Background: an optimization exercise with open tools, aiming at small area, a short achievable clock period and few clock cycles per item. Do not read the settings as production practice. Function was checked by simulation only, so behaviour that the tests miss may differ from the original. Power and IR drop assume default switching activity.

==> design/flow/design.v <==
package bcls_pkg;
   localparam int MAX_LANES      = 16;
   localparam int MAX_CHUNK_BITS = 32;
   localparam int CSR_IDX_W      = 2;
   localparam int CSR_DATA_W     = 16;
   localparam int BUF_W          = MAX_CHUNK_BITS + 7;    
   localparam int ACC_W          = MAX_CHUNK_BITS + 7;    
   localparam logic [CSR_IDX_W-1:0] REG_CHUNK_WIDTH = 2'd0;
   localparam logic [CSR_IDX_W-1:0] REG_LANE_COUNT  = 2'd1;
   localparam logic [CSR_IDX_W-1:0] REG_LANE_ENABLE = 2'd2;
endpackage
import bcls_pkg::*;
module bit_chunk_lane_splitter_unit
(
   input  logic                  clock,
   input  logic                  reset,
   input  logic                  req_valid,
   output logic                  req_ready,
   input  logic                  req_action,
   input  logic [7:0]            req_data_byte,
   output logic                  rsp_valid,
   input  logic                  rsp_ready,
   output logic [3:0]            rsp_lane,
   output logic [7:0]            rsp_out_byte,
   output logic                  rsp_last,
   input  logic                  csr_we,
   input  logic [CSR_IDX_W-1:0]  csr_index,
   input  logic [CSR_DATA_W-1:0] csr_data
);
   logic [5:0]  cw_q;                  
   logic [4:0]  lc_q;                  
   logic [15:0] en_q;
   logic [5:0]  cw_n;                  
   logic [4:0]  lc_n;
   logic [15:0] en_n;
   logic [BUF_W-1:0] buf_q;
   logic [5:0]       pl_q;
   logic [3:0]       idx_q;
   logic [5:0]       sk_q;              
   logic             fol_q;             
   logic             fsh_q;             
   logic [15:0][7:0] pm_q;
   logic        in_v_q, in_act_q;
   logic [7:0]  in_byte_q;
   logic [31:0] e_data_q;
   logic [2:0]  e_n_q;                 
   logic [3:0]  e_lane_q;
   logic        e_last_q;              
   logic        e_pend_q;              
   logic [6:0]  cur_pd_q;
   logic        ypc_q;              
   logic [2:0]  cur_pc_q;
   logic [15:0] nz, idx_oh, fcand;
   logic [3:0]  fnext, ra;
   logic [7:0]  rd_m;
   logic [2:0]  rd_pc;
   logic [6:0]  rd_pd;
   for (genvar i = 0; i < 16; i++) begin : g_nz
      assign nz[i] = pm_q[i][7:1] != 7'd0;
   end
   always_comb begin
      for (int i = 0; i < 16; i++) idx_oh[i] = idx_q == 4'(i);
      fcand = fsh_q ? (nz & ~idx_oh) : (nz & en_q);
      fnext = '0;
      for (int i = 15; i >= 0; i--) if (fcand[i]) fnext = 4'(i);
   end
   assign rd_m = pm_q[ra];
   always_comb begin
      rd_pc = '0;
      for (int k = 1; k < 8; k++) begin
         if (rd_m[k]) rd_pc = 3'(k);
      end
      for (int k = 0; k < 7; k++) begin
         rd_pd[k] = rd_m[k] && ((rd_m >> (k + 1)) != 8'd0);
      end
   end
   logic             idx_lt_l, idx_end, few;
   logic [7:0]       in_byte;
   logic [BUF_W-1:0] full;
   logic [31:0]      chunk;
   logic [ACC_W-1:0] acc;
   logic [5:0]       tgt;
   logic [2:0]       nres;
   logic [6:0]       leftover;
   logic             lane_on, yields;
   logic [3:0]       rem_sh;
   logic [7:0]       rem;
   logic [5:0]       remn;
   logic             sw, rem_ge;
   logic f_lt_q, f_ge8_q, f_rg_q, f_ilt_q, f_iend_q, f_i2_q;
   logic [3:0] ra_q;
   assign idx_lt_l = f_ilt_q;
   assign idx_end  = f_iend_q;
   assign few    = fol_q && (pl_q <= 6'd8);
   assign in_byte = fol_q ? 8'd0 : in_byte_q;
   assign full    = buf_q | (BUF_W'(in_byte) << pl_q);
   always_comb begin
      for (int k = 0; k < 32; k++) chunk[k] = full[k] & (6'(k) < cw_q);
   end
   assign acc     = ACC_W'(cur_pd_q) | (ACC_W'(chunk) << cur_pc_q);
   assign tgt     = 6'(cur_pc_q) + cw_q;
   assign nres    = tgt[5:3];
   always_comb begin
      case (nres)
         3'd0:    leftover = acc[6:0];
         3'd1:    leftover = acc[14:8];
         3'd2:    leftover = acc[22:16];
         3'd3:    leftover = acc[30:24];
         default: leftover = acc[38:32];
      endcase
   end
   assign lane_on = en_q[idx_q];
   assign yields  = lane_on && ypc_q;
   assign rem_sh  = fol_q ? cw_q[3:0] : 4'(cw_q - pl_q);
   assign rem     = (fol_q ? buf_q[7:0] : in_byte_q) >> rem_sh;
   assign remn    = {3'd0, pl_q[2:0] - cw_q[2:0]};
   assign sw      = cw_q[5:3] == 3'd0;
   assign rem_ge  = f_rg_q;
   logic acc_chunk, acc_corner;
   logic fol_chunk, fol_skip, fol_exit;
   logic take, e_free, yield_next;
   logic do_acc, do_data, do_flush, chunk_step, chunk_final;
   logic res_nonlast, resolve_last;
   logic load_flush;
   assign acc_chunk  = idx_lt_l && f_lt_q && f_ge8_q;
   assign acc_corner = idx_lt_l && !f_lt_q;
   assign fol_chunk  = fol_q && (sk_q == 6'd0) && idx_lt_l && !f_lt_q;
   assign fol_skip   = fol_q && (sk_q != 6'd0);
   assign fol_exit   = fol_q && (sk_q == 6'd0) && !(idx_lt_l && !f_lt_q);
   assign take       = rsp_valid && rsp_ready;
   assign e_free     = (e_n_q == 3'd0) || ((e_n_q == 3'd1) && take);
   assign yield_next = acc_chunk && (sw || lane_on);
   assign do_acc     = in_v_q && !fol_q && !fsh_q && (in_act_q || !(yield_next && !e_free));
   assign do_data    = do_acc && !in_act_q;
   assign do_flush   = do_acc && in_act_q;
   assign req_ready  = fol_q ? (fol_exit || (fol_chunk && chunk_final && e_free))
                             : (!in_v_q || (do_acc && !(do_data && (acc_corner || (acc_chunk && more1)))));
   always_ff @(posedge clock) begin
      if (reset) begin
         in_v_q <= 1'b0;
      end else if (req_valid && req_ready) begin
         in_v_q <= 1'b1;
      end else if (do_acc) begin
         in_v_q <= 1'b0;
      end
   end
   always_ff @(posedge clock) begin
      if (req_valid && req_ready) begin
         in_act_q  <= req_action;
         in_byte_q <= req_data_byte;
      end
   end
   assign chunk_step = !reset && ((do_data && acc_chunk) || (fol_chunk && (!yields || e_free)));
   assign chunk_final = idx_end || (!(fol_q && !few) && !rem_ge);
   logic more1, more2, next_yields, few_path;
   assign few_path    = !(fol_q && !few);
   assign more1       = !idx_end && rem_ge;
   assign more2       = more1 && ({1'b0, remn[2:0]} >= {cw_q[2:0], 1'b0}) && f_i2_q;
   assign next_yields = en_q[idx_q + 4'd1] && ((6'(rd_pc) + cw_q) >= 6'd8);
   assign res_nonlast  = e_pend_q && fol_chunk && yields;
   assign resolve_last = e_pend_q && (fol_exit || (fol_chunk && !yields && chunk_final));
   assign load_flush = fsh_q && e_free;
   assign ra         = ra_q;
   logic [6:0] cur_pd_n;
   logic [2:0] cur_pc_n;
   always_comb begin
      cur_pd_n = cur_pd_q;
      cur_pc_n = cur_pc_q;
      if (reset || do_flush) begin
         cur_pd_n = '0;
         cur_pc_n = '0;
      end else if (chunk_step && idx_end && (idx_q == 4'd0) && lane_on) begin
         cur_pd_n = leftover;
         cur_pc_n = tgt[2:0];
      end else if (chunk_step || ((do_data || fol_exit) && !idx_lt_l)) begin
         cur_pd_n = rd_pd;
         cur_pc_n = rd_pc;
      end
   end
   always_ff @(posedge clock) begin
      cur_pd_q <= cur_pd_n;
      cur_pc_q <= cur_pc_n;
      ypc_q    <= (6'(cur_pc_n) + cw_n) >= 6'd8;
   end
   assign rsp_valid    = (e_n_q > 3'd1) || ((e_n_q == 3'd1) && !e_pend_q);
   assign rsp_last     = (e_n_q == 3'd1) && e_last_q;
   assign rsp_lane     = e_lane_q;
   assign rsp_out_byte = e_data_q[7:0];
   logic [5:0] wr_w;
   logic [4:0] wr_l;
   always_comb begin
      if (csr_data[5:0] == 6'd0)     wr_w = 6'd1;
      else if (csr_data[5:0] > 6'd32) wr_w = 6'd32;
      else                            wr_w = csr_data[5:0];
      if (csr_data[4:0] == 5'd0)     wr_l = 5'd1;
      else if (csr_data[4:0] > 5'd16) wr_l = 5'd16;
      else                            wr_l = csr_data[4:0];
   end
   always_comb begin
      cw_n = cw_q;
      lc_n = lc_q;
      en_n = en_q;
      if (reset) begin
         cw_n = 6'd8;
         lc_n = 5'd1;
         en_n = 16'd1;
      end else if (csr_we) begin
         case (csr_index)
            REG_CHUNK_WIDTH: cw_n = wr_w;
            REG_LANE_COUNT:  lc_n = wr_l;
            REG_LANE_ENABLE: en_n = csr_data;
            default: ;
         endcase
      end
   end
   always_ff @(posedge clock) begin
      cw_q <= cw_n;
      lc_q <= lc_n;
      en_q <= en_n;
   end
   logic [BUF_W-1:0] buf_n;
   logic [5:0]       pl_n, sk_n;
   logic [3:0]       idx_n;
   logic             fol_n, fsh_n;
   always_comb begin
      buf_n = buf_q;
      pl_n  = pl_q;
      idx_n = idx_q;
      sk_n  = sk_q;
      fol_n = fol_q;
      fsh_n = fsh_q;
      if (reset) begin
         buf_n = '0;
         pl_n  = '0;
         idx_n = '0;
         sk_n  = '0;
         fol_n = 1'b0;
         fsh_n = 1'b0;
      end else if (do_flush) begin
         buf_n = '0;
         pl_n  = '0;
         idx_n = fnext;
         fsh_n = fcand != 16'd0;
      end else if (load_flush) begin
         idx_n = fnext;
         fsh_n = fcand != 16'd0;
      end else if (do_data && !idx_lt_l) begin
         buf_n = '0;
         pl_n  = '0;
         idx_n = '0;
      end else if (do_data && !acc_chunk) begin
         buf_n = full;
         pl_n  = pl_q + 6'd8;
         fol_n = acc_corner;
      end else if (fol_skip) begin
         buf_n = buf_q >> 1;
         pl_n  = pl_q - 6'd1;
         sk_n  = sk_q - 6'd1;
      end else if (fol_exit) begin
         fol_n = 1'b0;
         if (!idx_lt_l) begin
            buf_n = '0;
            pl_n  = '0;
            idx_n = '0;
         end
      end else if (chunk_step) begin
         if (idx_end) begin
            buf_n = '0;
            pl_n  = '0;
            idx_n = '0;
            fol_n = 1'b0;
         end else begin
            idx_n = idx_q + 4'd1;
            if (fol_q && !few) begin
               sk_n = cw_q;
            end else begin
               buf_n = BUF_W'(rem);
               pl_n  = remn;
               fol_n = rem_ge;
            end
         end
      end
   end
   always_ff @(posedge clock) begin
      buf_q <= buf_n;
      pl_q  <= pl_n;
      idx_q <= idx_n;
      sk_q  <= sk_n;
      fol_q <= fol_n;
      fsh_q <= fsh_n;
   end
   always_ff @(posedge clock) begin
      f_lt_q   <= pl_n < cw_n;
      f_ge8_q  <= (pl_n + 6'd8) >= cw_n;
      f_rg_q   <= (cw_n[5:3] == 3'd0) && (3'(pl_n[2:0] - cw_n[2:0]) >= cw_n[2:0]);
      f_ilt_q  <= ix_ilt;
      f_iend_q <= ix_iend;
      f_i2_q   <= ix_i2;
      ra_q     <= fsh_n ? idx_n : ix_ra;
   end
   logic [4:0] ia, ib;
   logic       ix_ilt, ix_iend, ix_i2;
   logic [3:0] ix_ra;
   assign ia = {1'b0, idx_q};
   assign ib = {1'b0, idx_q} + 5'd1;
   always_comb begin
      ix_ilt  = ia < lc_n;
      ix_iend = (ia + 5'd1) >= lc_n;
      ix_i2   = (ia + 5'd2) < lc_n;
      ix_ra   = ((ia + 5'd1) >= lc_n) ? 4'd0 : ib[3:0];
      if (reset || do_flush || load_flush || (do_data && !idx_lt_l)
          || (fol_exit && !idx_lt_l) || (chunk_step && idx_end)) begin
         ix_ilt  = 1'b1;
         ix_iend = lc_n == 5'd1;
         ix_i2   = lc_n > 5'd2;
         ix_ra   = (lc_n == 5'd1) ? 4'd0 : 4'd1;
      end else if (chunk_step) begin
         ix_ilt  = ib < lc_n;
         ix_iend = (ib + 5'd1) >= lc_n;
         ix_i2   = (ib + 5'd2) < lc_n;
         ix_ra   = ((ib + 5'd1) >= lc_n) ? 4'd0 : 4'(ib + 5'd1);
      end
   end
   logic [7:0]  pm_wd;
   logic [15:0] pm_we;
   assign pm_wd = chunk_step ? ({1'b0, leftover} | (8'd1 << tgt[2:0])) : 8'd1;
   always_comb begin
      for (int i = 0; i < 16; i++) begin
         pm_we[i] = reset || (do_flush && !en_q[i]) || (load_flush && idx_oh[i])
                    || (chunk_step && lane_on && idx_oh[i]);
      end
   end
   always_ff @(posedge clock) begin
      for (int i = 0; i < 16; i++) begin
         if (pm_we[i]) pm_q[i] <= pm_wd;
      end
   end
   logic load_e;
   assign load_e = chunk_step && e_free;
   always_ff @(posedge clock) begin
      if (reset) begin
         e_n_q    <= 3'd0;
         e_pend_q <= 1'b0;
      end else if (load_e) begin
         e_n_q    <= yields ? nres : 3'd0;
         e_pend_q <= yields && (few_path ? more2 : !idx_end);
      end else if (load_flush) begin
         e_n_q    <= 3'd1;
         e_pend_q <= 1'b0;
      end else begin
         if (take) e_n_q <= e_n_q - 3'd1;
         if (res_nonlast || resolve_last) e_pend_q <= 1'b0;
      end
   end
   always_ff @(posedge clock) begin
      if (load_e) begin
         e_data_q <= acc[31:0];
         e_lane_q <= idx_q;
         e_last_q <= !(few_path && more1 && !more2 && next_yields);
      end else if (load_flush) begin
         e_data_q[7:0] <= {1'b0, rd_pd};
         e_lane_q <= idx_q;
         e_last_q <= fcand == 16'd0;
      end else begin
         if (take) e_data_q[23:0] <= e_data_q[31:8];
         if (res_nonlast) e_last_q <= 1'b0;
      end
   end
endmodule
==> design/flow/run.sh <==
#!/bin/bash
# synth_recipe.tcl (not shown) runs the flow's synth.tcl, then flattens the netlist and writes it again
# the make line also repeats each setting of config.mk as NAME=value (left out here)
make -C /OpenROAD-flow-scripts/flow DESIGN_CONFIG=/design/flow/config.mk WORK_HOME=/design/flow/orfs CLKGATE_MAP_FILE= SYNTH_SCRIPT=/design/flow/synth_recipe.tcl finish
==> design/flow/config.mk <==
export PLATFORM = sky130hd
export DESIGN_NAME = bit_chunk_lane_splitter_unit
export DESIGN_NICKNAME = bit_chunk_lane_splitter_unit
export VERILOG_FILES = /design/flow/design.v
export SDC_FILE = /design/flow/constraint.sdc
export NUM_CORES = 4
export LEC_CHECK = 0
export ABC_AREA = 1
export CAP_MARGIN = 20
export CORE_MARGIN = 2
export CORE_UTILIZATION = 40
export SETUP_SLACK_MARGIN = 2.4
export SLEW_MARGIN = 20
==> design/flow/constraint.sdc <==
create_clock -name core_clock -period 6.5 [get_ports {clock}]
set_input_delay 1.3000 -clock core_clock [delete_from_list [all_inputs] [get_ports {clock}]]
set_output_delay 1.3000 -clock core_clock [all_outputs]
set_load 0.01 [all_outputs]
==> impl_metrics.py, run 1 <==
metrics = {
    "floorplan": {
        "die_w_um": 220,
        "dieArea_mm2": 0.0486,
        "coreArea_mm2": 0.0464,
        "fp-row-count": 79,
        "initial_core_util_pct": 40.4,
        "die_h_um": 220,
        "design.portCount": 47,
    },
    "placement": {
        "gpl.final_weighted_congestion": 0.955,
        "dpl-instance-area_mm2": 0.0195,
        "post-place-ws_ps": 1220,
        "dp_hpwl_um": 46800,
        "port-buffer-count": 46,
    },
    "synthesis": {
        "synthesis.instances": 2555,
        "synth-seq-cells": 284,
        "synth-edff-count": 174,
        "synth_warnings": 1,
        "synth_compound_gate_area_share_pct": 18.5,
        "synth-main-ff-cell": "sky130_fd_sc_hd__edfxtp_1",
        "synth_mux_area_share_pct": 0,
        "synthesis.area_per_instance_um2": 7.33,
        "netlist-cell-type-count": 59,
        "synth_fa_ha_area_share_pct": 4.98,
        "netlist_top_cells_area": "sky130_fd_sc_hd__edfxtp_1 (28%), sky130_fd_sc_hd__dfxtp_1 (12%), sky130_fd_sc_hd__nand2_1 (10%)",
        "synth_area_mm2": 0.0187,
        "netlist.top_cell.by_area": "sky130_fd_sc_hd__edfxtp_1",
        "synth-seq-area-share_pct": 39.6,
        "synth_xor_area_share_pct": 0.841,
        "ys_async_sr_fraction_pct": 0,
        "syn-num-nets": 2658,
        "combinational_family_with_the_most_area_after_synthesis": "simple AND/OR/NAND/NOR gates",
        "yosys.area.top_type_share_pct": 27.9,
        "basic_gate_share_of_the_synthesized_area_counting_and_or_nand_and_nor_cells_pct": 26.9,
    },
    "global_routing": {
        "grt_antenna_before_repair": 0,
        "first_pass_grt_wire_length_um": 97800,
        "maximum_number_of_pins_on_one_net_before_global_route_repair": 77,
        "first_global_vias": 16800,
        "global_route_total_usage_across_every_layer_pct": 26.1,
        "gr_overflow_total": 0,
    },
    "clock_tree": {
        "cts_root_buf": "sky130_fd_sc_hd__clkbuf_16",
        "worstSkewPairLatency_ps": 560,
        "cts-buffers-inserted": 36,
        "cts_tree": "built",
        "cts_num_sinks": 284,
        "cts_hold_buffers": 0,
        "cts.path.max_buffers": 3,
        "clk_pin_slew_ps": 60,
        "cts_htree_levels": 2,
    },
    "sta": {
        "timing.final.max_slew_violations": 0,
        "finalHoldViolCount": 0,
        "timing.clock.skew_ps": 23.1,
        "rsz0062_at_grt": "true",
        "max_freq_ghz": 0.250,
        "setup_viol": 0,
        "finalCritPeriodShare_pct": 61.4,
        "slew_headroom_pct": 22.6,
        "tightest_slew_ps": 1160,
        "period_needed_ps": 3990,
        "tns_ps": 0,
        "layout_setup_ws_ps": 2510,
    },
    "flow_run": {
        "drv.max_cap_violation_count": 0,
    },
    "pwr": {
        "clkPwrFrac_pct": 21.6,
        "p_leak_nw": 8.74,
        "switching_share_pct": 46.9,
        "sequentialPowerShare_pct": 27.3,
        "p_sw_mw": 4.63,
        "power.total_mw": 9.87,
        "maximum_vdd_drop_mv": 0.266,
        "comb_power_share_pct": 51.1,
        "power.internal_mw": 5.24,
        "power.density_mw_per_mm2": 466,
    },
    "min_path": {
        "hold_path.class": "reg2reg",
        "timing.hold.worst_path_depth": 2,
    },
    "drt": {
        "routedLengthMet1_um": 29500,
        "vias": 18400,
        "dr.max_layer_used": "met4",
        "router_iterations_before_antenna_repair": 6,
        "routed-wl-met2_um": 27600,
        "drc_errors": 0,
        "wire_per_inst_um": 20.1,
        "drt_iter0_markers": 2146,
        "number_of_nets_still_failing_antenna_checks_after_routing": 0,
        "wire_length_reported_by_the_detailed_router_um": 64000,
        "met3RoutedLength_um": 5410,
        "viasPerCell": 5.78,
    },
    "final_layout": {
        "seq_area_mm2": 0.00745,
        "areaGrowthSynthToFinish_pct": 13.1,
        "multi_input_area_mm2": 0.00975,
        "net_count_of_the_finished_layout": 2659,
        "finish.instance_area_mm2": 0.0212,
        "final_common_cell": "sky130_fd_sc_hd__nand2_1",
        "antennaDiodeCount": 0,
        "final.fill_count": 4655,
        "most_frequent_cells_in_the_layout": "sky130_fd_sc_hd__nand2_1 (520), sky130_fd_sc_hd__nand3_1 (349), sky130_fd_sc_hd__o21ai_0 (263), sky130_fd_sc_hd__inv_1 (253), sky130_fd_sc_hd__nor2_1 (182)",
        "fraction_of_final_layout_cells_with_drive_strength_greater_than_1_pct": 7.47,
    },
    "setup_path": {
        "timing.critical_path.arrival_ps": 4280,
        "setup.worst_path.class": "reg2reg",
        "worstPathMaxFanout": 40,
        "cp.required_ps": 6780,
        "worstRegToRegCells": 20,
        "worstSetupStartpointType": "flop",
        "crit_path_end_kind": "flop",
    },
    "outcome": {
        "outcome": "finished clean",
    },
}
## path summary, 6_finish.rpt
kind | from | end | slack [ps]
setup / recovery | ra_q[1]$_DFF_P_ | e_last_q$_DFFE_PP_ | 2510
setup reg to reg | ra_q[1]$_DFF_P_ | e_last_q$_DFFE_PP_ | 2510
hold / removal | buf_q[37]$_SDFFE_PP0P_ | buf_q[37]$_SDFFE_PP0P_ | 450
hold reg to reg | buf_q[37]$_SDFFE_PP0P_ | buf_q[37]$_SDFFE_PP0P_ | 450
## flip-flops by register name, summed over array words and instances (netlist names), 5 cells and up
name and count:
in_byte_q 8, en_q 16, cur_pd_q 7, buf_q 39, sk_q 6, pl_q 6
e_data_q 32, lc_q 5, cw_q 6, pm_q 128
## per-layer routing
metal / track usage (%) / vias to the layer above
li1: - / 8804
met1: 38.4 / 8716
met2: 39.2 / 816
met3: 4.22 / 110
met4: 7.65 / 0
met5: 0 / -
## logic make-up after synthesis
group | Yosys count
AO/OA/AOI/OAI | 609
XOR/XNOR | 18
adder cells (fa/ha/maj) | 71
buffers and inverters | 418
flip-flops | 284
AND/OR/NAND/NOR | 1155
## critical path, cell delays in order, from the launching register on
cell                       delay [ps]
sky130_fd_sc_hd__dfxtp_1          580
sky130_fd_sc_hd__buf_8            310
sky130_fd_sc_hd__a21oi_1           60
sky130_fd_sc_hd__o21ai_0          140
sky130_fd_sc_hd__o211ai_1         150
sky130_fd_sc_hd__nand3_1          140
sky130_fd_sc_hd__nand2_1          130
sky130_fd_sc_hd__a31oi_1          150
sky130_fd_sc_hd__o21ai_0          100
sky130_fd_sc_hd__a21oi_1          330
sky130_fd_sc_hd__inv_1            100
sky130_fd_sc_hd__ha_1             230
sky130_fd_sc_hd__fa_1             420
sky130_fd_sc_hd__inv_1             60
sky130_fd_sc_hd__o21ai_0           80
sky130_fd_sc_hd__nand3_1           80
sky130_fd_sc_hd__nand2_1           50
sky130_fd_sc_hd__o21ai_0          100
sky130_fd_sc_hd__o21ai_0          120
sky130_fd_sc_hd__nor4_1           250
sky130_fd_sc_hd__o21ai_0          130
## power groups by stage
stage,logic [mW],clock network (mW),registers [mW]
floorplan,3.51,0,2.56
global placement,4.70,0,2.72
detailed placement,4.75,0,2.73
global route,5.59,2.24,2.74
finish,5.04,2.13,2.70
CTS,4.80,2.17,2.70
## cells in the mapped netlist (3+ instances only)
library cell                instances
sky130_fd_sc_hd__buf_1             15
sky130_fd_sc_hd__nor2_1           189
sky130_fd_sc_hd__inv_2             11
sky130_fd_sc_hd__o21ai_0          267
sky130_fd_sc_hd__nand2_2            8
sky130_fd_sc_hd__buf_2             26
sky130_fd_sc_hd__a21boi_0           5
sky130_fd_sc_hd__clkinv_1           5
sky130_fd_sc_hd__or2_2              3
sky130_fd_sc_hd__a211oi_1          12
sky130_fd_sc_hd__xnor2_1            7
sky130_fd_sc_hd__buf_4             17
sky130_fd_sc_hd__buf_6              6
sky130_fd_sc_hd__inv_1            260
sky130_fd_sc_hd__edfxtp_1         174
sky130_fd_sc_hd__nand3_1          349
sky130_fd_sc_hd__ha_1              65
sky130_fd_sc_hd__a21oi_1          173
sky130_fd_sc_hd__nor3_1            18
sky130_fd_sc_hd__o211ai_1          65
sky130_fd_sc_hd__o2111ai_1          5
sky130_fd_sc_hd__nand4_1           25
sky130_fd_sc_hd__nand2_1          524
sky130_fd_sc_hd__o21ai_1            7
sky130_fd_sc_hd__o21bai_1           4
sky130_fd_sc_hd__a31o_2             3
sky130_fd_sc_hd__and2_1             5
sky130_fd_sc_hd__o22ai_1            3
sky130_fd_sc_hd__a31oi_1           24
sky130_fd_sc_hd__clkbuf_1          77
sky130_fd_sc_hd__a32oi_1            4
sky130_fd_sc_hd__a22oi_1            6
sky130_fd_sc_hd__xor2_1            11
sky130_fd_sc_hd__nand3b_1           9
sky130_fd_sc_hd__nor4_1            14
sky130_fd_sc_hd__o221ai_1          10
sky130_fd_sc_hd__dfxtp_1          110
sky130_fd_sc_hd__o21a_1             5
sky130_fd_sc_hd__fa_1               6
sky130_fd_sc_hd__nor2_2             4
## layout make-up
class	count	share of cell area [%]
clock inverter	21	1.45
timing repair buffer	103	4.31
sequential	284	35.1
clock buffer	43	4.42
multi-input combinational	1853	46.0
timing repair inverter	1	0.0354
tap	607	3.58
inverter	277	5.05
## metrics by stage
stage	instances	hold WS, ps	utilization, %
6_report	3189	452	45.7
5_1_grt	3189	476	45.7
4_1_cts	3167	454	45.0
3_5_place_dp	3096	444	42.1
3_3_place_gp	3096	435	42.1
2_1_floorplan	2555	424	-
## repair_timing
item	4_1_cts	5_1_grt
gates resized for setup	21	51
endpoints found under the hold margin	0	0
cloned	0	1
setup buffers	7	19
pin swaps	3	4
setup endpoints to repair	54	74
Testbench counts, summed over its fixed seeds: cycles 5,766, items 4,211.
==> inputs of run 2 (changes only) <==
--- a/design/flow/config.mk
+++ b/design/flow/config.mk
@@ -10,4 +10,4 @@
 export CORE_MARGIN = 2
 export CORE_UTILIZATION = 40
-export SETUP_SLACK_MARGIN = 2.4
+export SETUP_SLACK_MARGIN = 2.7
 export SLEW_MARGIN = 20
==> run 2 against run 1 <==
Largest cell class unchanged. Sequential cell count is the same. Sequential power is essentially flat. Clock skew shrank 13 ps. Non-clock buffer count grew 20. Hold slack lost 8.1 ps. Wire length shrank 1.1%.
==> impl_metrics.py, run 2 <==
metrics = {
    "global_routing": {
        "maximum_number_of_pins_on_one_net_before_global_route_repair": 77,
        "first_pass_grt_wire_length_um": 96800,
        "gr_overflow_total": 0,
        "global_route_total_usage_across_every_layer_pct": 25.8,
        "grt_antenna_before_repair": 0,
        "first_global_vias": 17000,
    },
    "final_layout": {
        "finish.instance_area_mm2": 0.0216,
        "registers.top_by_ff_count": "pm_q",
        "largest_regs": "pm_q: 128 flops, buf_q: 39 flops, e_data_q: 32 flops",
        "largest_register_ff_count": 128,
        "final.fill_count": 4635,
        "multi_input_area_mm2": 0.00988,
        "final_common_cell": "sky130_fd_sc_hd__nand2_1",
        "most_frequent_cells_in_the_layout": "sky130_fd_sc_hd__nand2_1 (515), sky130_fd_sc_hd__nand3_1 (347), sky130_fd_sc_hd__o21ai_0 (261), sky130_fd_sc_hd__inv_1 (246), sky130_fd_sc_hd__nor2_1 (179)",
        "fraction_of_final_layout_cells_with_drive_strength_greater_than_1_pct": 9.35,
        "antennaDiodeCount": 0,
        "net_count_of_the_finished_layout": 2678,
        "seq_area_mm2": 0.00747,
        "areaGrowthSynthToFinish_pct": 15.3,
        "utilization_pct": 46.6,
    },
    "pwr": {
        "p_leak_nw": 8.85,
        "maximum_vdd_drop_mv": 0.226,
        "power.total_mw": 9.90,
        "power.density_mw_per_mm2": 458,
        "switching_share_pct": 46.8,
        "comb_power_share_pct": 52.0,
        "clkPwrFrac_pct": 20.6,
        "sequentialPowerShare_pct": 27.4,
        "p_sw_mw": 4.64,
        "power.internal_mw": 5.26,
    },
    "setup_path": {
        "worstSetupStartpointType": "flop",
        "cp.required_ps": 6790,
        "timing.critical_path.slowest_cell_delay_ps": 470,
        "crit_buf_inv": 3,
        "worstPathMaxFanout": 40,
        "timing.critical_path.arrival_ps": 4150,
        "crit_path_end_kind": "flop",
        "crit_slowest_cell": "sky130_fd_sc_hd__dfxtp_2",
        "timing.critical_path.max_delay_family": "compound AO/OA/AOI/OAI gates",
        "setup.worst_path.class": "reg2reg",
        "crit_chain": "buf_12 -> a21oi_1 -> o21ai_0 -> o211ai_1 -> nand3_1 -> nand2_1 -> a31oi_1 -> o21ai_0 -> a21oi_2 -> inv_1 -> ha_1 -> fa_1 -> inv_1 -> o21ai_0 -> nand3_1 -> nand2_1 -> o21ai_0 -> o21ai_1 -> nor4_2 -> o21ai_0",
        "critical_path.most_common_cell": "sky130_fd_sc_hd__o21ai_0",
    },
    "sta": {
        "slew_headroom_pct": 27.0,
        "rsz0062_at_grt": "true",
        "finalCritPeriodShare_pct": 59.4,
        "timing.final.max_slew_violations": 0,
        "max_freq_ghz": 0.259,
        "tns_ps": 0,
        "period_needed_ps": 3860,
        "setup_viol": 0,
        "finalHoldViolCount": 0,
        "tightest_slew_ps": 1090,
        "timing.clock.skew_ps": 10.1,
    },
    "drt": {
        "viasPerCell": 5.75,
        "drc_errors": 0,
        "wire_length_reported_by_the_detailed_router_um": 63300,
        "number_of_nets_still_failing_antenna_checks_after_routing": 0,
        "wire_per_inst_um": 19.7,
        "vias": 18400,
        "router_iterations_before_antenna_repair": 8,
        "drt_iter0_markers": 2054,
    },
    "clock_tree": {
        "clk_pin_slew_ps": 60,
        "cts_htree_levels": 2,
        "cts-buffers-inserted": 35,
        "worstSkewPairLatency_ps": 560,
        "cts.path.max_buffers": 3,
        "cts_root_buf": "sky130_fd_sc_hd__clkbuf_16",
        "cts_num_sinks": 284,
        "cts_tree": "built",
    },
    "synthesis": {
        "ys_async_sr_fraction_pct": 0,
        "synth-seq-cells": 284,
        "yosys.area.top_type_share_pct": 27.9,
        "syn-num-nets": 2658,
        "synth-edff-count": 174,
        "netlist-cell-type-count": 59,
        "synth_area_mm2": 0.0187,
        "synth_warnings": 1,
        "synth-main-ff-cell": "sky130_fd_sc_hd__edfxtp_1",
        "synthesis.area_per_instance_um2": 7.33,
        "synth-seq-area-share_pct": 39.6,
        "netlist_top_cells_area": "sky130_fd_sc_hd__edfxtp_1 (28%), sky130_fd_sc_hd__dfxtp_1 (12%), sky130_fd_sc_hd__nand2_1 (10%)",
        "post_synth_most_frequent_cells": "sky130_fd_sc_hd__nand2_1 (524), sky130_fd_sc_hd__nand3_1 (349), sky130_fd_sc_hd__o21ai_0 (267), sky130_fd_sc_hd__inv_1 (260), sky130_fd_sc_hd__nor2_1 (189)",
        "netlist.top_cell.by_area": "sky130_fd_sc_hd__edfxtp_1",
        "yosys.cell_count.top_type": "sky130_fd_sc_hd__nand2_1",
        "synthesis.instances": 2555,
    },
    "placement": {
        "dp_hpwl_um": 45600,
        "port-buffer-count": 46,
        "gpl.final_weighted_congestion": 0.958,
        "dpl-instance-area_mm2": 0.0195,
    },
    "floorplan": {
        "initial_core_util_pct": 40.4,
        "design.portCount": 47,
        "fp-row-count": 79,
        "die_h_um": 220,
        "die_w_um": 220,
        "coreArea_mm2": 0.0464,
        "dieArea_mm2": 0.0486,
    },
    "min_path": {
        "hold_path.class": "reg2reg",
    },
    "flow_run": {
        "drv.max_cap_violation_count": 0,
    },
    "outcome": {
        "outcome": "finished clean",
    },
}
==> run 2: changes by cell type in the layout (fill, tap and decap cells not counted), sizes merged, moves of 2 or more <==
cell / delta
clkinv: -7
buf: +21
clkbuf: +4
clkinvlp: +5
inv: -2
bufinv: -2
==> run 2: routing by layer <==
layer | up-vias | part of all wire, % | global-route usage [%]
met1 | 8702 | 46 | 37.4
met5 | - | 0 | 0
li1 | 8839 | - | -
met3 | 111 | 8.4 | 5.06
met2 | 795 | 43 | 38.6
met4 | 0 | 2.7 | 7.99
==> run 2: worst register-to-register path: stages, from the launching register on <==
cell                       delay (ps)
sky130_fd_sc_hd__dfxtp_2          470
sky130_fd_sc_hd__buf_12           260
sky130_fd_sc_hd__a21oi_1           60
sky130_fd_sc_hd__o21ai_0          120
sky130_fd_sc_hd__o211ai_1         150
sky130_fd_sc_hd__nand3_1          160
sky130_fd_sc_hd__nand2_1          170
sky130_fd_sc_hd__a31oi_1          180
sky130_fd_sc_hd__o21ai_0          120
sky130_fd_sc_hd__a21oi_2          240
sky130_fd_sc_hd__inv_1             80
sky130_fd_sc_hd__ha_1             220
sky130_fd_sc_hd__fa_1             420
sky130_fd_sc_hd__inv_1             70
sky130_fd_sc_hd__o21ai_0           80
sky130_fd_sc_hd__nand3_1           80
sky130_fd_sc_hd__nand2_1           50
sky130_fd_sc_hd__o21ai_0          160
sky130_fd_sc_hd__o21ai_1          150
sky130_fd_sc_hd__nor4_2           210
sky130_fd_sc_hd__o21ai_0          130
==> run 2: kinds of logic (layout without fill, tap and decap cells) <==
family,count (synthesis),count (layout),synth area share (%)
xor gates and xnor gates,18,18,0.841
and+or+nand+nor,1155,1155,26.9
DFF,284,284,39.6
AOI/OAI and AO/OA,609,609,18.5
buffers and inverters,418,463,9.14
adders and majority gates,71,71,4.98
==> run 2: final cells by class <==
cell class / count / area share (%)
Clock buffer: 47 / 4.36
Clock inverter: 15 / 1.09
Inverter: 277 / 5.07
Multi-Input combinational cell: 1853 / 45.7
Sequential cell: 284 / 34.6
Tap cell: 607 / 3.52
Timing Repair Buffer: 123 / 5.61
Timing Repair inverter: 1 / 0.0348
==> run 2: through the flow <==
stage	hold slack [ps]	setup slack [ps]	cells
after global routing	462	2470	3207
after global placement	436	1240	3096
after detailed placement	438	1210	3096
after CTS	448	2660	3177
final	444	2640	3207
after floorplan	424	2720	2555
==> run 2: worst paths after layout <==
kind,startpoint,to,slack (ps),cells past startpoint
worst max-delay path,ra_q[1]$_DFF_P_,e_last_q$_DFFE_PP_,2640,20
worst min-delay path,buf_q[37]$_SDFFE_PP0P_,buf_q[37]$_SDFFE_PP0P_,440,2
worst max register to register,ra_q[1]$_DFF_P_,e_last_q$_DFFE_PP_,2640,20
worst min register to register,buf_q[37]$_SDFFE_PP0P_,buf_q[37]$_SDFFE_PP0P_,440,2
==> run 2: power groups by stage <==
stage | Combinational (mW) | Sequential, mW | Clock [mW]
after floorplan | 3.51 | 2.56 | 0
after global routing | 5.71 | 2.75 | 2.15
after CTS | 4.83 | 2.69 | 2.08
final | 5.15 | 2.71 | 2.04
after global placement | 4.68 | 2.72 | 0
after detailed placement | 4.69 | 2.72 | 0
==> run 2: repair_timing <==
action / in CTS / in global routing
pin swaps: 7 / 15
hold buffers: 0 / 0
cloned: 1 / 2
setup endpoints to repair: 202 / 124
hold endpoints to repair: 0 / 0
gates resized for setup: 59 / 81
setup buffers: 18 / 28
==> inputs of run 3 (changes only) <==
--- a/design/flow/design.v
+++ b/design/flow/design.v
@@ -157,5 +157,9 @@
    assign more1       = !idx_end && rem_ge;
    assign more2       = more1 && ({1'b0, remn[2:0]} >= {cw_q[2:0], 1'b0}) && f_i2_q;
-   assign next_yields = en_q[idx_q + 4'd1] && ((6'(rd_pc) + cw_q) >= 6'd8);
+   logic [7:0] fill_mask;
+   always_comb begin
+      for (int k = 0; k < 8; k++) fill_mask[k] = 4'(k) >= (4'd8 - 4'(cw_q[2:0]));
+   end
+   assign next_yields = en_q[idx_q + 4'd1] && (!sw || ((rd_m & fill_mask) != 8'd0));
    assign res_nonlast  = e_pend_q && fol_chunk && yields;
    assign resolve_last = e_pend_q && (fol_exit || (fol_chunk && !yields && chunk_final));
==> run 3 against run 2 <==
Utilization is 0.18 points higher. Non-clock buffer count is 5 higher. Sequential cell count stayed put. Critical path depth is 7 lower. Clock skew is 8.1 ps higher. Global-route usage is 0.12 points higher. Area after synthesis is 0.19% higher. Worst setup slack better by 67 ps. Wire length is 1.1% higher. Maximum frequency is 1.8% higher. Combinational power is 2% higher. Hold slack better by 15 ps. Critical endpoint is now f_rg_q$_DFF_P_.
==> impl_metrics.py, run 3 <==
metrics = {
    "setup_path": {
        "timing.critical_path.slowest_cell_delay_ps": 440,
        "regToRegEndpoint": "f_rg_q$_DFF_P_",
        "setup.worst_path.class": "in2reg",
        "worstRegToRegCells": 20,
        "crit_path_end_kind": "flop",
        "timing.critical_path.arrival_ps": 4280,
        "worstSetupStartpointType": "primary input",
        "timing.critical_path.max_delay_family": "buffers and inverters",
        "startpoint": "reset",
        "setup.reg_to_reg.worst_slack_ps": 2790,
        "r2r_start": "cw_q[4]$_DFF_P_",
        "worstPathMaxFanout": 42,
        "cp.required_ps": 6980,
        "crit_buf_inv": 5,
        "crit_chain": "clkdlybuf4s50_1 -> buf_4 -> nor2_2 -> clkbuf_8 -> clkinvlp_4 -> a21oi_1 -> nand2_1 -> ha_1 -> inv_1 -> fa_2 -> ha_1 -> o211ai_1 -> a21oi_1",
        "crit_slowest_cell": "sky130_fd_sc_hd__fa_2",
    },
    "placement": {
        "dp_hpwl_um": 46600,
        "gpl.final_weighted_congestion": 0.974,
        "port-buffer-count": 46,
        "placed_cells_incl_taps": 3129,
    },
    "floorplan": {
        "fp-row-count": 79,
        "initial_core_util_pct": 40.4,
        "die_w_um": 221,
        "design.portCount": 47,
        "die_h_um": 221,
        "coreArea_mm2": 0.0465,
        "dieArea_mm2": 0.0487,
    },
    "clock_tree": {
        "clk_pin_slew_ps": 60,
        "cts-buffers-inserted": 36,
        "cts_num_sinks": 284,
        "cts_root_buf": "sky130_fd_sc_hd__clkbuf_16",
        "cts_tree": "built",
        "cts.path.max_buffers": 3,
        "worstSkewPairLatency_ps": 570,
        "cts_hold_buffers": 0,
        "cts_htree_levels": 2,
    },
    "sta": {
        "finalCritPeriodShare_pct": 58.4,
        "period_needed_ps": 3790,
        "timing.final.max_slew_violations": 0,
        "slew_headroom_pct": 23.5,
        "timing.clock.skew_ps": 18.3,
        "tightest_slew_ps": 1150,
        "max_freq_ghz": 0.264,
        "finalHoldViolCount": 0,
        "rsz0062_at_grt": "true",
        "tns_ps": 0,
        "setup_viol": 0,
    },
    "global_routing": {
        "maximum_number_of_pins_on_one_net_before_global_route_repair": 106,
        "grt_antenna_before_repair": 0,
        "first_global_vias": 17100,
        "first_pass_grt_wire_length_um": 97500,
        "gr_overflow_total": 0,
        "global_route_total_usage_across_every_layer_pct": 25.9,
    },
    "synthesis": {
        "ys_async_sr_fraction_pct": 0,
        "post_synth_most_frequent_cells": "sky130_fd_sc_hd__nand2_1 (583), sky130_fd_sc_hd__nand3_1 (334), sky130_fd_sc_hd__inv_1 (275), sky130_fd_sc_hd__o21ai_0 (246), sky130_fd_sc_hd__nor2_1 (202)",
        "netlist-cell-type-count": 61,
        "yosys.cell_count.top_type": "sky130_fd_sc_hd__nand2_1",
        "synth_mux_area_share_pct": 0.107,
        "synthesis.area_per_instance_um2": 7.26,
        "syn-num-nets": 2685,
        "netlist.top_cell.by_area": "sky130_fd_sc_hd__edfxtp_1",
        "combinational_family_with_the_most_area_after_synthesis": "simple AND/OR/NAND/NOR gates",
        "synth_warnings": 1,
        "synth-seq-area-share_pct": 39.6,
        "netlist_top_cells_area": "sky130_fd_sc_hd__edfxtp_1 (28%), sky130_fd_sc_hd__dfxtp_1 (12%), sky130_fd_sc_hd__nand2_1 (12%)",
        "synthesis.instances": 2585,
        "synth-main-ff-cell": "sky130_fd_sc_hd__edfxtp_1",
        "synth_compound_gate_area_share_pct": 17.9,
        "synth-edff-count": 174,
        "synth_xor_area_share_pct": 0.793,
        "yosys.area.top_type_share_pct": 27.8,
        "synth_fa_ha_area_share_pct": 4.73,
        "basic_gate_share_of_the_synthesized_area_counting_and_or_nand_and_nor_cells_pct": 27.8,
        "synth-seq-cells": 284,
        "synth_area_mm2": 0.0188,
    },
    "pwr": {
        "maximum_vdd_drop_mv": 0.278,
        "p_leak_nw": 9.10,
        "power.density_mw_per_mm2": 456,
    },
    "min_path": {
        "hold_path.class": "reg2reg",
        "hold_path_startpoint": "buf_q[38]$_SDFFE_PP0P_",
        "holdPathEnd": "buf_q[38]$_SDFFE_PP0P_",
        "timing.hold.worst_path_depth": 2,
    },
    "drt": {
        "viasPerCell": 5.72,
        "routed-wl-met2_um": 28000,
        "drt_iter0_markers": 2000,
        "wire_per_inst_um": 19.7,
        "drc_errors": 0,
        "number_of_nets_still_failing_antenna_checks_after_routing": 0,
        "dr.max_layer_used": "met4",
        "router_iterations_before_antenna_repair": 6,
        "met3RoutedLength_um": 5320,
        "routedLengthMet1_um": 28900,
        "vias": 18600,
        "wire_length_reported_by_the_detailed_router_um": 64000,
    },
    "final_layout": {
        "largest_register_ff_count": 128,
        "final-instance-count-excl-fill": 3252,
        "fraction_of_final_layout_cells_with_drive_strength_greater_than_1_pct": 9.72,
        "registers.top_by_ff_count": "pm_q",
        "antennaDiodeCount": 0,
        "most_frequent_cells_in_the_layout": "sky130_fd_sc_hd__nand2_1 (574), sky130_fd_sc_hd__nand3_1 (332), sky130_fd_sc_hd__inv_1 (257), sky130_fd_sc_hd__o21ai_0 (242), sky130_fd_sc_hd__nor2_1 (188)",
        "largest_regs": "pm_q: 128 flops, buf_q: 39 flops, e_data_q: 32 flops",
        "final_common_cell": "sky130_fd_sc_hd__nand2_1",
        "areaGrowthSynthToFinish_pct": 15.7,
        "net_count_of_the_finished_layout": 2718,
    },
    "flow_run": {
        "drv.max_cap_violation_count": 0,
    },
    "outcome": {
        "outcome": "finished clean",
    },
}
## run 3: cell count changes after synthesis, sizes merged, moves of 13 or more
cell	change
clkbuf	-13
nor2	+16
nand3	-13
nand2	+59
a21oi	-19
inv	+15
## run 3: where the power goes
part | internal (mW) | total (mW) | switching (mW)
logic | 1.66 | 5.24 | 3.59
clock network | 1.17 | 2.01 | 0.846
registers | 2.39 | 2.64 | 0.248
## run 3: worst max path at each step
| stage | end | slack, ps | depth (start not counted) |
|---|---|---|---|
| floorplan | f_rg_q$_DFF_P_ | 2700 | 20 |
| global placement | ypc_q$_DFF_P_ | 1400 | 18 |
| detailed placement | ypc_q$_DFF_P_ | 1300 | 18 |
| CTS | req_ready | 2530 | 9 |
| global route | f_rg_q$_DFF_P_ | 2600 | 20 |
| finish | f_rg_q$_DFF_P_ | 2710 | 13 |
## run 3: metal layers
| metal | track usage [%] | up-vias |
|---|---|---|
| li1 | - | 8921 |
| met1 | 37.9 | 8737 |
| met2 | 39.3 | 823 |
| met3 | 4.08 | 130 |
| met4 | 7.93 | 0 |
| met5 | 0 | - |
## run 3: kinds of logic after synthesis
| kind of cell | after synthesis |
|---|---|
| simple gates | 1209 |
| compound gates | 581 |
| buf+inv | 424 |
| flops | 284 |
| fa+ha+maj | 68 |
| xor+xnor | 17 |
| mux | 2 |
## run 3: what timing repair did
item	4_1_cts	5_1_grt
pin swaps	5	22
cloned	0	4
resized for setup	49	83
setup endpoints to repair	285	159
buffers inserted	11	41
## run 3: area by class of cell
type / instances / area [um2]
Fill cell: 4774 / 24700
Multi-Input combinational cell: 1878 / 9940
Sequential cell: 284 / 7460
Timing Repair Buffer: 128 / 1230
Inverter: 289 / 1150
Clock buffer: 46 / 948
Tap cell: 607 / 759
Clock inverter: 19 / 231
Timing Repair inverter: 1 / 8.76
## run 3: worst min-delay path, stage by stage (launching register included)
cell and delay [ps]:
sky130_fd_sc_hd__dfxtp_1 290, sky130_fd_sc_hd__inv_1 60, sky130_fd_sc_hd__a21oi_1 60
## run 3: per-stage QoR
step / setup slack, ps / total power, mW / hold slack (ps) / utilization, % / instance area [um2]
after global placement: 1400 / 7.38 / 441 / 42.2 / 19600
after floorplan: 2700 / 6.03 / 425 / - / 18800
final: 2710 / 9.90 / 459 / 46.8 / 21700
after global routing: 2600 / 10.6 / 496 / 46.8 / 21700
after detailed placement: 1300 / 7.43 / 457 / 42.2 / 19600
after CTS: 2530 / 9.55 / 464 / 45.2 / 21000
Testbench counts of run 3, summed over its fixed seeds: cycles 5,766, items 4,211.
==> inputs of run 4 (changes only) <==
--- a/design/flow/config.mk
+++ b/design/flow/config.mk
@@ -10,4 +10,4 @@
 export CORE_MARGIN = 2
 export CORE_UTILIZATION = 40
-export SETUP_SLACK_MARGIN = 2.7
+export SETUP_SLACK_MARGIN = 2.4
 export SLEW_MARGIN = 20
==> run 4 against run 3 <==
Sequential power about the same. Global-route usage about the same. Highest routed layer unchanged. Total power down 2.9%. Critical path depth decreased by 4. Largest cell class unchanged. Largest power group unchanged. Worst setup slack worse by 200 ps. Clock power is 7% lower. Combinational power is 2% lower. Die area stayed put. Register-to-register slack worse by 190 ps. Clock skew rose by 8.8 ps.
==> impl_metrics.py, run 4 <==
metrics = {
    "clock_tree": {
        "cts_hold_buffers": 0,
        "cts_tree": "built",
        "worstSkewPairLatency_ps": 560,
        "cts-buffers-inserted": 35,
        "cts_root_buf": "sky130_fd_sc_hd__clkbuf_16",
        "clk_pin_slew_ps": 60,
        "cts_num_sinks": 284,
        "cts_htree_levels": 2,
        "cts.path.max_buffers": 3,
    },
    "setup_path": {
        "worstPathMaxFanout": 29,
        "setup.worst_path.class": "reg2out",
        "setup.reg_to_reg.worst_slack_ps": 2600,
        "cp.required_ps": 5200,
        "worstSetupStartpointType": "flop",
        "timing.critical_path.arrival_ps": 2700,
        "crit_path_end_kind": "output port",
    },
    "drt": {
        "routed-wl-met2_um": 27500,
        "vias": 18400,
        "drc_errors": 0,
        "wire_per_inst_um": 19.7,
        "wire_length_reported_by_the_detailed_router_um": 63400,
        "met3RoutedLength_um": 5180,
        "number_of_nets_still_failing_antenna_checks_after_routing": 0,
        "routedLengthMet1_um": 29000,
        "viasPerCell": 5.73,
        "drt_iter0_markers": 2201,
        "router_iterations_before_antenna_repair": 6,
        "dr.max_layer_used": "met4",
    },
    "sta": {
        "timing.clock.skew_ps": 27.1,
        "timing.final.max_slew_violations": 0,
        "slew_headroom_pct": 25.0,
        "rsz0062_at_grt": "true",
        "max_freq_ghz": 0.250,
        "setup_viol": 0,
        "hold-worst-slack_ps": 451,
        "period_needed_ps": 4000,
        "tightest_slew_ps": 1120,
        "tns_ps": 0,
        "finalCritPeriodShare_pct": 61.5,
        "finalHoldViolCount": 0,
    },
    "final_layout": {
        "largest_register_ff_count": 128,
        "final_common_cell": "sky130_fd_sc_hd__nand2_1",
        "areaGrowthSynthToFinish_pct": 12.4,
        "most_frequent_cells_in_the_layout": "sky130_fd_sc_hd__nand2_1 (579), sky130_fd_sc_hd__nand3_1 (332), sky130_fd_sc_hd__inv_1 (264), sky130_fd_sc_hd__o21ai_0 (246), sky130_fd_sc_hd__nor2_1 (195)",
        "largest_regs": "pm_q: 128 flops, buf_q: 39 flops, e_data_q: 32 flops",
        "final.fill_count": 4753,
        "registers.top_by_ff_count": "pm_q",
        "seq_area_mm2": 0.00744,
        "multi_input_area_mm2": 0.00980,
        "net_count_of_the_finished_layout": 2686,
        "fraction_of_final_layout_cells_with_drive_strength_greater_than_1_pct": 7.16,
    },
    "synthesis": {
        "post_synth_most_frequent_cells": "sky130_fd_sc_hd__nand2_1 (583), sky130_fd_sc_hd__nand3_1 (334), sky130_fd_sc_hd__inv_1 (275), sky130_fd_sc_hd__o21ai_0 (246), sky130_fd_sc_hd__nor2_1 (202)",
        "netlist-cell-type-count": 61,
        "ys_async_sr_fraction_pct": 0,
        "yosys.area.top_type_share_pct": 27.8,
        "synthesis.area_per_instance_um2": 7.26,
        "synth-seq-area-share_pct": 39.6,
        "synth-main-ff-cell": "sky130_fd_sc_hd__edfxtp_1",
        "netlist_top_cells_area": "sky130_fd_sc_hd__edfxtp_1 (28%), sky130_fd_sc_hd__dfxtp_1 (12%), sky130_fd_sc_hd__nand2_1 (12%)",
        "synthesis.instances": 2585,
        "syn-num-nets": 2685,
        "synth-edff-count": 174,
        "synth_area_mm2": 0.0188,
        "netlist.top_cell.by_area": "sky130_fd_sc_hd__edfxtp_1",
        "yosys.cell_count.top_type": "sky130_fd_sc_hd__nand2_1",
        "synth_warnings": 1,
        "synth-seq-cells": 284,
    },
    "global_routing": {
        "maximum_number_of_pins_on_one_net_before_global_route_repair": 106,
        "first_global_vias": 17100,
        "first_pass_grt_wire_length_um": 97600,
        "gr_overflow_total": 0,
        "grt_antenna_before_repair": 0,
        "global_route_total_usage_across_every_layer_pct": 26.0,
    },
    "floorplan": {
        "die_w_um": 221,
        "dieArea_mm2": 0.0487,
        "coreArea_mm2": 0.0465,
        "initial_core_util_pct": 40.4,
        "die_h_um": 221,
        "fp-row-count": 79,
        "design.portCount": 47,
    },
    "pwr": {
        "maximum_vdd_drop_mv": 0.222,
        "p_leak_nw": 8.80,
        "power.density_mw_per_mm2": 455,
    },
    "outcome": {
        "outcome": "finished clean",
    },
    "placement": {
        "dp_hpwl_um": 47100,
        "port-buffer-count": 46,
        "gpl.final_weighted_congestion": 0.955,
    },
    "flow_run": {
        "drv.max_cap_violation_count": 0,
    },
    "min_path": {
        "hold_path.class": "reg2reg",
    },
}
==> run 4: cell counts after synthesis <==
No cell type changed its count.
==> run 4: layout make-up <==
cell class,instances,area share (%)
clock buffers,44,4.31
diodes,1,0.0119
multi-input cells,1877,46.4
flip-flops and latches,284,35.2
repair buffers,99,4.24
inverters,289,5.39
clock inverters,18,0.759
well taps,607,3.60
==> run 4: layer usage <==
| metal | vias to the layer above | track usage, % |
|---|---|---|
| li1 | 8848 | - |
| met1 | 8684 | 37.8 |
| met2 | 784 | 39.5 |
| met3 | 117 | 4.36 |
| met4 | 0 | 7.44 |
| met5 | - | 0 |
==> run 4: worst max-delay path, cell delays in order, from the launching register on <==
cell and delay, ps:
sky130_fd_sc_hd__dfxtp_1 300, sky130_fd_sc_hd__buf_4 220, sky130_fd_sc_hd__inv_2 410, sky130_fd_sc_hd__nor2_1 120, sky130_fd_sc_hd__nor2_2 150, sky130_fd_sc_hd__nor2_1 80, sky130_fd_sc_hd__nor2_1 160, sky130_fd_sc_hd__nand3_1 150
sky130_fd_sc_hd__a32oi_4 330, sky130_fd_sc_hd__buf_2 190
==> run 4: through the flow <==
stage | instance area (um2) | power [mW] | setup WS (ps) | utilization, % | std cells
detailed placement | 19600 | 7.47 | 1190 | 42.2 | 3130
global placement | 19600 | 7.44 | 1340 | 42.2 | 3130
CTS | 20700 | 9.39 | 2260 | 44.7 | 3194
finish | 21100 | 9.61 | 2500 | 45.4 | 3219
floorplan | 18800 | 6.03 | 2580 | - | 2585
global route | 21100 | 10.3 | 2370 | 45.4 | 3218
==> run 4: path summary, 6_finish.rpt <==
| path | to | startpoint | cells past startpoint |
|---|---|---|---|
| worst max-delay path | req_ready | pl_q[3]$_DFF_P_ | 9 |
| worst max register to register | pm_q[9]$_DFFE_PP_ | cw_q[2]$_DFF_P_ | 12 |
| worst min-delay path | buf_q[38]$_SDFFE_PP0P_ | buf_q[38]$_SDFFE_PP0P_ | 2 |
| worst min register to register | buf_q[38]$_SDFFE_PP0P_ | buf_q[38]$_SDFFE_PP0P_ | 2 |
==> run 4: cells by family (layout without fill, tap and decap cells) <==
group | count (synthesis) | count (layout) | synth area share (%)
muxes | 2 | 2 | 0.107
DFF | 284 | 284 | 39.6
buffers and inverters | 424 | 450 | 9.10
AOI/OAI and AO/OA | 581 | 581 | 17.9
other | 0 | 1 | 0
adders and majority gates | 68 | 68 | 4.73
xor gates and xnor gates | 17 | 17 | 0.793
and+or+nand+nor | 1209 | 1209 | 27.8
==> run 4: timing repair <==
action | in CTS | in global routing
endpoints found under the setup margin | 13 | 59
setup buffers | 2 | 23
resized for setup | 25 | 42
pin swaps | 2 | 9
==> run 4: power by group <==
part	switching [mW]	total [mW]	leakage, nW	internal, mW
registers	0.247	2.63	2.62	2.39
logic	3.57	5.11	5.69	1.55
clock network	0.819	1.86	0.502	1.04
total	4.63	9.61	8.80	4.98
==> inputs of run 5 (changes only) <==
--- a/design/flow/config.mk
+++ b/design/flow/config.mk
@@ -10,4 +10,5 @@
 export CORE_MARGIN = 2
 export CORE_UTILIZATION = 40
+export CTS_BUF_LIST = sky130_fd_sc_hd__clkbuf_4 sky130_fd_sc_hd__clkbuf_8
 export SETUP_SLACK_MARGIN = 2.4
 export SLEW_MARGIN = 20
==> run 5 against run 4 <==
Still clean. Utilization grew 0.22 points. Die area is the same. Maximum frequency shrank 0.46%. Critical path type is now in2out. Largest cell class unchanged. Largest power group unchanged.
==> impl_metrics.py, run 5 <==
metrics = {
    "outcome": {
        "outcome": "finished clean",
    },
    "pwr": {
        "power.total_mw": 9.64,
        "maximum_vdd_drop_mv": 0.210,
        "p_leak_nw": 8.93,
        "power.density_mw_per_mm2": 454,
    },
    "synthesis": {
        "synth-seq-cells": 284,
        "syn-num-nets": 2685,
        "synth-seq-area-share_pct": 39.6,
        "synthesis.instances": 2585,
        "synth-main-ff-cell": "sky130_fd_sc_hd__edfxtp_1",
        "synth_warnings": 1,
        "netlist_top_cells_area": "sky130_fd_sc_hd__edfxtp_1 (28%), sky130_fd_sc_hd__dfxtp_1 (12%), sky130_fd_sc_hd__nand2_1 (12%)",
        "yosys.area.top_type_share_pct": 27.8,
        "post_synth_most_frequent_cells": "sky130_fd_sc_hd__nand2_1 (583), sky130_fd_sc_hd__nand3_1 (334), sky130_fd_sc_hd__inv_1 (275), sky130_fd_sc_hd__o21ai_0 (246), sky130_fd_sc_hd__nor2_1 (202)",
        "netlist-cell-type-count": 61,
        "synthesis.area_per_instance_um2": 7.26,
        "synth_area_mm2": 0.0188,
        "ys_async_sr_fraction_pct": 0,
        "netlist.top_cell.by_area": "sky130_fd_sc_hd__edfxtp_1",
        "yosys.cell_count.top_type": "sky130_fd_sc_hd__nand2_1",
        "synth-edff-count": 174,
    },
    "sta": {
        "rsz0062_at_grt": "true",
        "tns_ps": 0,
        "finalCritPeriodShare_pct": 61.8,
        "slew_headroom_pct": 25.9,
        "max_freq_ghz": 0.249,
        "finalHoldViolCount": 0,
        "hold-worst-slack_ps": 451,
        "period_needed_ps": 4020,
        "timing.clock.skew_ps": 55.5,
        "setup_viol": 0,
        "tightest_slew_ps": 1110,
        "timing.final.max_slew_violations": 0,
    },
    "placement": {
        "port-buffer-count": 46,
        "gpl.final_weighted_congestion": 0.955,
        "placed_cells_incl_taps": 3130,
        "dp_hpwl_um": 47100,
    },
    "setup_path": {
        "timing.critical_path.slowest_cell_delay_ps": 300,
        "crit_chain": "dlygate4sd2_1 -> nand4_1 -> nand2_2 -> nor3_1 -> nand2_2 -> o211ai_1 -> a32oi_4 -> buf_2",
        "r2r_start": "ra_q[2]$_DFF_P_",
        "timing.critical_path.max_delay_family": "simple AND/OR/NAND/NOR gates",
        "critical_path.most_common_cell": "sky130_fd_sc_hd__nand2_2",
        "crit_buf_inv": 2,
        "worstPathMaxFanout": 4,
        "worstSetupStartpointType": "primary input",
        "setup.worst_path.class": "in2out",
        "crit_path_end_kind": "output port",
        "startpoint": "rsp_ready",
        "crit_slowest_cell": "sky130_fd_sc_hd__dlygate4sd2_1",
        "timing.critical_path.arrival_ps": 2720,
        "cp.required_ps": 5200,
    },
    "clock_tree": {
        "cts_hold_buffers": 0,
        "worstSkewPairLatency_ps": 670,
        "clk_pin_slew_ps": 50,
        "cts_root_buf": "sky130_fd_sc_hd__clkbuf_8",
        "cts_num_sinks": 284,
        "cts.path.max_buffers": 3,
        "cts-buffers-inserted": 52,
        "cts_tree": "built",
        "cts_htree_levels": 2,
    },
    "global_routing": {
        "maximum_number_of_pins_on_one_net_before_global_route_repair": 106,
        "first_pass_grt_wire_length_um": 98200,
        "first_global_vias": 17400,
        "grt_antenna_before_repair": 0,
        "global_route_total_usage_across_every_layer_pct": 26.0,
        "gr_overflow_total": 0,
    },
    "drt": {
        "wire_per_inst_um": 19.5,
        "viasPerCell": 5.69,
        "vias": 18500,
        "drt_iter0_markers": 2241,
        "router_iterations_before_antenna_repair": 6,
        "drc_errors": 0,
        "wire_length_reported_by_the_detailed_router_um": 63500,
        "number_of_nets_still_failing_antenna_checks_after_routing": 0,
    },
    "final_layout": {
        "net_count_of_the_finished_layout": 2707,
        "registers.top_by_ff_count": "pm_q",
        "fraction_of_final_layout_cells_with_drive_strength_greater_than_1_pct": 8.57,
        "multi_input_area_mm2": 0.00977,
        "antennaDiodeCount": 0,
        "final.fill_count": 4735,
        "most_frequent_cells_in_the_layout": "sky130_fd_sc_hd__nand2_1 (579), sky130_fd_sc_hd__nand3_1 (332), sky130_fd_sc_hd__inv_1 (267), sky130_fd_sc_hd__o21ai_0 (246), sky130_fd_sc_hd__nor2_1 (193)",
        "seq_area_mm2": 0.00745,
        "largest_regs": "pm_q: 128 flops, buf_q: 39 flops, e_data_q: 32 flops",
        "utilization_pct": 45.7,
        "final-instance-count-excl-fill": 3256,
        "largest_register_ff_count": 128,
        "final_common_cell": "sky130_fd_sc_hd__nand2_1",
        "areaGrowthSynthToFinish_pct": 13.0,
    },
    "floorplan": {
        "coreArea_mm2": 0.0465,
        "die_w_um": 221,
        "die_h_um": 221,
        "fp-row-count": 79,
        "design.portCount": 47,
        "dieArea_mm2": 0.0487,
        "initial_core_util_pct": 40.4,
    },
    "flow_run": {
        "drv.max_cap_violation_count": 0,
    },
    "min_path": {
        "hold_path_startpoint": "buf_q[38]$_SDFFE_PP0P_",
        "hold_path.class": "reg2reg",
    },
}
[run 5: cell types whose count changed in the layout (fill, tap and decap cells not counted), moves of 3 or more]
cell | previous run | this run
sky130_fd_sc_hd__buf_4 | 47 | 50
sky130_fd_sc_hd__bufinv_16 | 1 | 4
sky130_fd_sc_hd__clkbuf_1 | 9 | 0
sky130_fd_sc_hd__clkbuf_16 | 35 | 1
sky130_fd_sc_hd__clkbuf_4 | 0 | 9
sky130_fd_sc_hd__clkbuf_8 | 1 | 57
sky130_fd_sc_hd__clkinv_2 | 3 | 11
sky130_fd_sc_hd__inv_1 | 264 | 267
sky130_fd_sc_hd__nor2_2 | 6 | 9
[run 5: where the power goes]
| group | switching, mW | internal (mW) | leakage (nW) | total [mW] |
|---|---|---|---|---|
| clock | 0.828 | 1.04 | 0.586 | 1.86 |
| combinational | 3.56 | 1.57 | 5.73 | 5.13 |
| sequential | 0.251 | 2.39 | 2.62 | 2.64 |
[run 5: worst paths after layout]
path | endpoint | slack, ps | depth (start not counted)
worst max register to register | ypc_q$_DFF_P_ | 2600 | 12
worst min-delay path | buf_q[38]$_SDFFE_PP0P_ | 450 | 2
worst max-delay path | req_ready | 2480 | 8
worst min register to register | buf_q[38]$_SDFFE_PP0P_ | 450 | 2
[run 5: tightest hold or removal path, delay by kind of cell (launching register included)]
kind	cells	cell delay, ps
compound gates	1	60
buf+inv	1	50
flops	1	290
[run 5: layout make-up]
class | instances | area share [%]
well taps | 607 | 3.58
flip-flops and latches | 284 | 35.1
clock buffers | 66 | 4.02
repair buffers | 103 | 4.43
inverters | 289 | 5.43
clock inverters | 30 | 1.35
multi-input cells | 1877 | 46.1
[run 5: kinds of logic after synthesis]
kind of cell,Yosys count,share of synthesized area (%)
muxes,2,0.107
and+or+nand+nor,1209,27.8
buffers and inverters,424,9.10
xor gates and xnor gates,17,0.793
adders and majority gates,68,4.73
AOI/OAI and AO/OA,581,17.9
DFF,284,39.6
[run 5: metal layers]
| metal | up-vias | track usage, % | wire [um] |
|---|---|---|---|
| met1 | 8711 | 38.2 | 29100 |
| met2 | 802 | 39.8 | 27700 |
| met3 | 118 | 3.57 | 5210 |
| met5 | - | 0 | 0 |
| met4 | 0 | 7.07 | 1490 |
| li1 | 8885 | - | - |
[run 5: repair_timing]
item | in CTS | in global routing
pin swaps | 4 | 6
gates resized for setup | 27 | 41
gates cloned | 0 | 1
endpoints found under the setup margin | 4 | 53
setup buffers | 7 | 21
[run 5: per-stage QoR]
step / setup WS (ps) / cell area, um2
after floorplan: 2580 / 18800
after global placement: 1340 / 19600
after detailed placement: 1190 / 19600
after CTS: 2280 / 20900
after global routing: 2400 / 21200
final: 2480 / 21200
==> inputs of run 6 (changes only) <==
--- a/design/flow/config.mk
+++ b/design/flow/config.mk
@@ -10,5 +10,4 @@
 export CORE_MARGIN = 2
 export CORE_UTILIZATION = 40
-export CTS_BUF_LIST = sky130_fd_sc_hd__clkbuf_4 sky130_fd_sc_hd__clkbuf_8
-export SETUP_SLACK_MARGIN = 2.4
+export SETUP_SLACK_MARGIN = 3.0
 export SLEW_MARGIN = 20
==> run 6 against run 5 <==
Synthesized cell count is the same. Utilization grew 2.1 points. Hold slack gained 1.9 ps. Sequential power is essentially flat. Largest power group unchanged. Still clean on timing, DRC and antenna. Via count grew 1.5%. Non-clock buffer count grew 55. Register-to-register slack gained 310 ps. Design area grew 4.7%. Global-route usage grew 0.48 points. Sequential cell count is the same. Sequential share of layout area shrank 1.5 points. Maximum frequency grew 7.6%.
==> impl_metrics.py, run 6 <==
metrics = {
    "synthesis": {
        "netlist.top_cell.by_area": "sky130_fd_sc_hd__edfxtp_1",
        "yosys.cell_count.top_type": "sky130_fd_sc_hd__nand2_1",
        "netlist-cell-type-count": 61,
        "synth-main-ff-cell": "sky130_fd_sc_hd__edfxtp_1",
        "synth_area_mm2": 0.0188,
    },
    "placement": {
        "port-buffer-count": 46,
        "gpl.final_weighted_congestion": 0.968,
    },
    "global_routing": {
        "first_global_vias": 17100,
        "gr_overflow_total": 0,
    },
    "sta": {
        "max_freq_ghz": 0.268,
        "slew_headroom_pct": 28.4,
        "finalCritPeriodShare_pct": 57.4,
        "rsz0062_at_grt": "true",
        "setup_viol": 0,
    },
    "flow_run": {
        "drv.max_cap_violation_count": 0,
    },
    "min_path": {
        "hold_path.class": "reg2reg",
    },
    "outcome": {
        "outcome": "finished clean",
    },
    "floorplan": {
        "coreArea_mm2": 0.0465,
        "die_w_um": 221,
        "initial_core_util_pct": 40.4,
        "dieArea_mm2": 0.0487,
    },
    "setup_path": {
        "crit_path_end_kind": "output port",
        "crit_slowest_cell": "sky130_fd_sc_hd__a32oi_4",
        "worstPathMaxFanout": 4,
    },
    "final_layout": {
        "seq_area_mm2": 0.00747,
        "final.fill_count": 4666,
        "largest_regs": "pm_q: 128 flops, buf_q: 39 flops, e_data_q: 32 flops",
        "final_common_cell": "sky130_fd_sc_hd__nand2_1",
    },
    "clock_tree": {
        "cts_tree": "built",
        "cts.path.max_buffers": 3,
        "cts_num_sinks": 284,
    },
    "pwr": {
        "switching_share_pct": 47.8,
        "power.internal_mw": 5.23,
    },
    "drt": {
        "router_iterations_before_antenna_repair": 6,
    },
}
## run 6: cells by family (layout without fill, tap and decap cells)
| logic type | Yosys count | after routing | synth area share, % |
|---|---|---|---|
| compound gates | 581 | 581 | 17.9 |
| fa+ha+maj | 68 | 68 | 4.73 |
| flops | 284 | 284 | 39.6 |
| simple gates | 1209 | 1210 | 27.8 |
| buf+inv | 424 | 508 | 9.10 |
| mux | 2 | 2 | 0.107 |
| xor+xnor | 17 | 17 | 0.793 |
## run 6: routing by layer
layer | wire length, um | global-route usage [%] | vias up
li1 | - | - | 8968
met2 | 29200 | 41.2 | 827
met4 | 1510 | 6.60 | 0
met5 | 0 | 0 | -
met3 | 5400 | 4.04 | 102
met1 | 29600 | 38.4 | 8891
## run 6: area by class of cell
cell class / count / area share, %
Multi-Input combinational cell: 1878 / 45.9
Sequential cell: 284 / 33.7
Timing Repair Buffer: 158 / 6.87
Inverter: 289 / 5.30
Clock buffer: 45 / 4.25
Tap cell: 607 / 3.42
Clock inverter: 13 / 0.502
Timing Repair inverter: 3 / 0.101
## run 6: worst max-delay path, delay by kind of cell
family                 cells  cell delay, ps
AND/OR/NAND/NOR            4             430
AO/OA/AOI/OAI              2             450
buffers and inverters      2             240
## run 6: final timing paths
kind / start / to / slack, ps / depth (start not counted)
max: rsp_ready / req_ready / 2770 / 8
min: buf_q[38]$_SDFFE_PP0P_ / buf_q[38]$_SDFFE_PP0P_ / 450 / 2
max reg2reg: idx_q[0]$_DFF_P_ / f_ge8_q$_DFF_P_ / 2910 / 27
min reg2reg: buf_q[38]$_SDFFE_PP0P_ / buf_q[38]$_SDFFE_PP0P_ / 450 / 2
## run 6: power groups by stage
stage / Sequential [mW] / Clock, mW / Combinational (mW)
after floorplan: 2.55 / 0 / 3.49
after global placement: 2.68 / 0 / 4.73
after detailed placement: 2.69 / 0 / 4.76
after CTS: 2.64 / 1.88 / 5.07
after global routing: 2.69 / 1.95 / 6.09
final: 2.65 / 1.85 / 5.53
## run 6: repair_timing
action | in CTS | in global routing
setup endpoints to repair | 351 | 187
endpoints found under the hold margin | 0 | 0
pin swaps | 20 | 24
gates resized for setup | 114 | 104
cloned | 3 | 5
setup buffers | 38 | 44
## run 6: metrics by stage
stage	area (um2)	cells
5_1_grt	22200	3277
3_5_place_dp	19600	3128
3_3_place_gp	19600	3128
6_report	22200	3277
4_1_cts	21300	3227
2_1_floorplan	18800	2585

-- port drivers added, routing unchanged --
How much do the figures lean on ideal ports? The routed layouts below were timed once more, with nothing changed but the port constraints.
Step 1: set_driving_cell puts a clkbuf_16 on clock and a buf_2 on each other input, an assumption about the parent block.
Step 2 adds t to the input delays and takes it off the output delays; t is the mean of the earliest and latest rising clock arrival at the registers after step 1. Input paths then give back, and output paths get back, about the clock's delay inside the block.
Slacks: ideal ports / drivers / drivers and shift; pairs: ideal ports / drivers.
run	t, ns	setup WS [ns]	cell pins on the clock port's net
run 1	0.613	2.507 / 2.507 / 1.961	1
run 2	0.613	2.639 / 2.639 / 2.161	1
run 3	0.618	2.706 / 2.694 / 2.123	1
run 4	0.601	2.502 / 2.450 / 2.016	1
run 5	0.697	2.484 / 2.453 / 1.989	1
run 6	0.616	2.769 / 2.717 / 2.305	1
After both steps setup and hold are still met in every run listed. The setup slack of run 3, which loses most, moves by -0.012 ns with the drivers and by -0.583 ns with both steps.
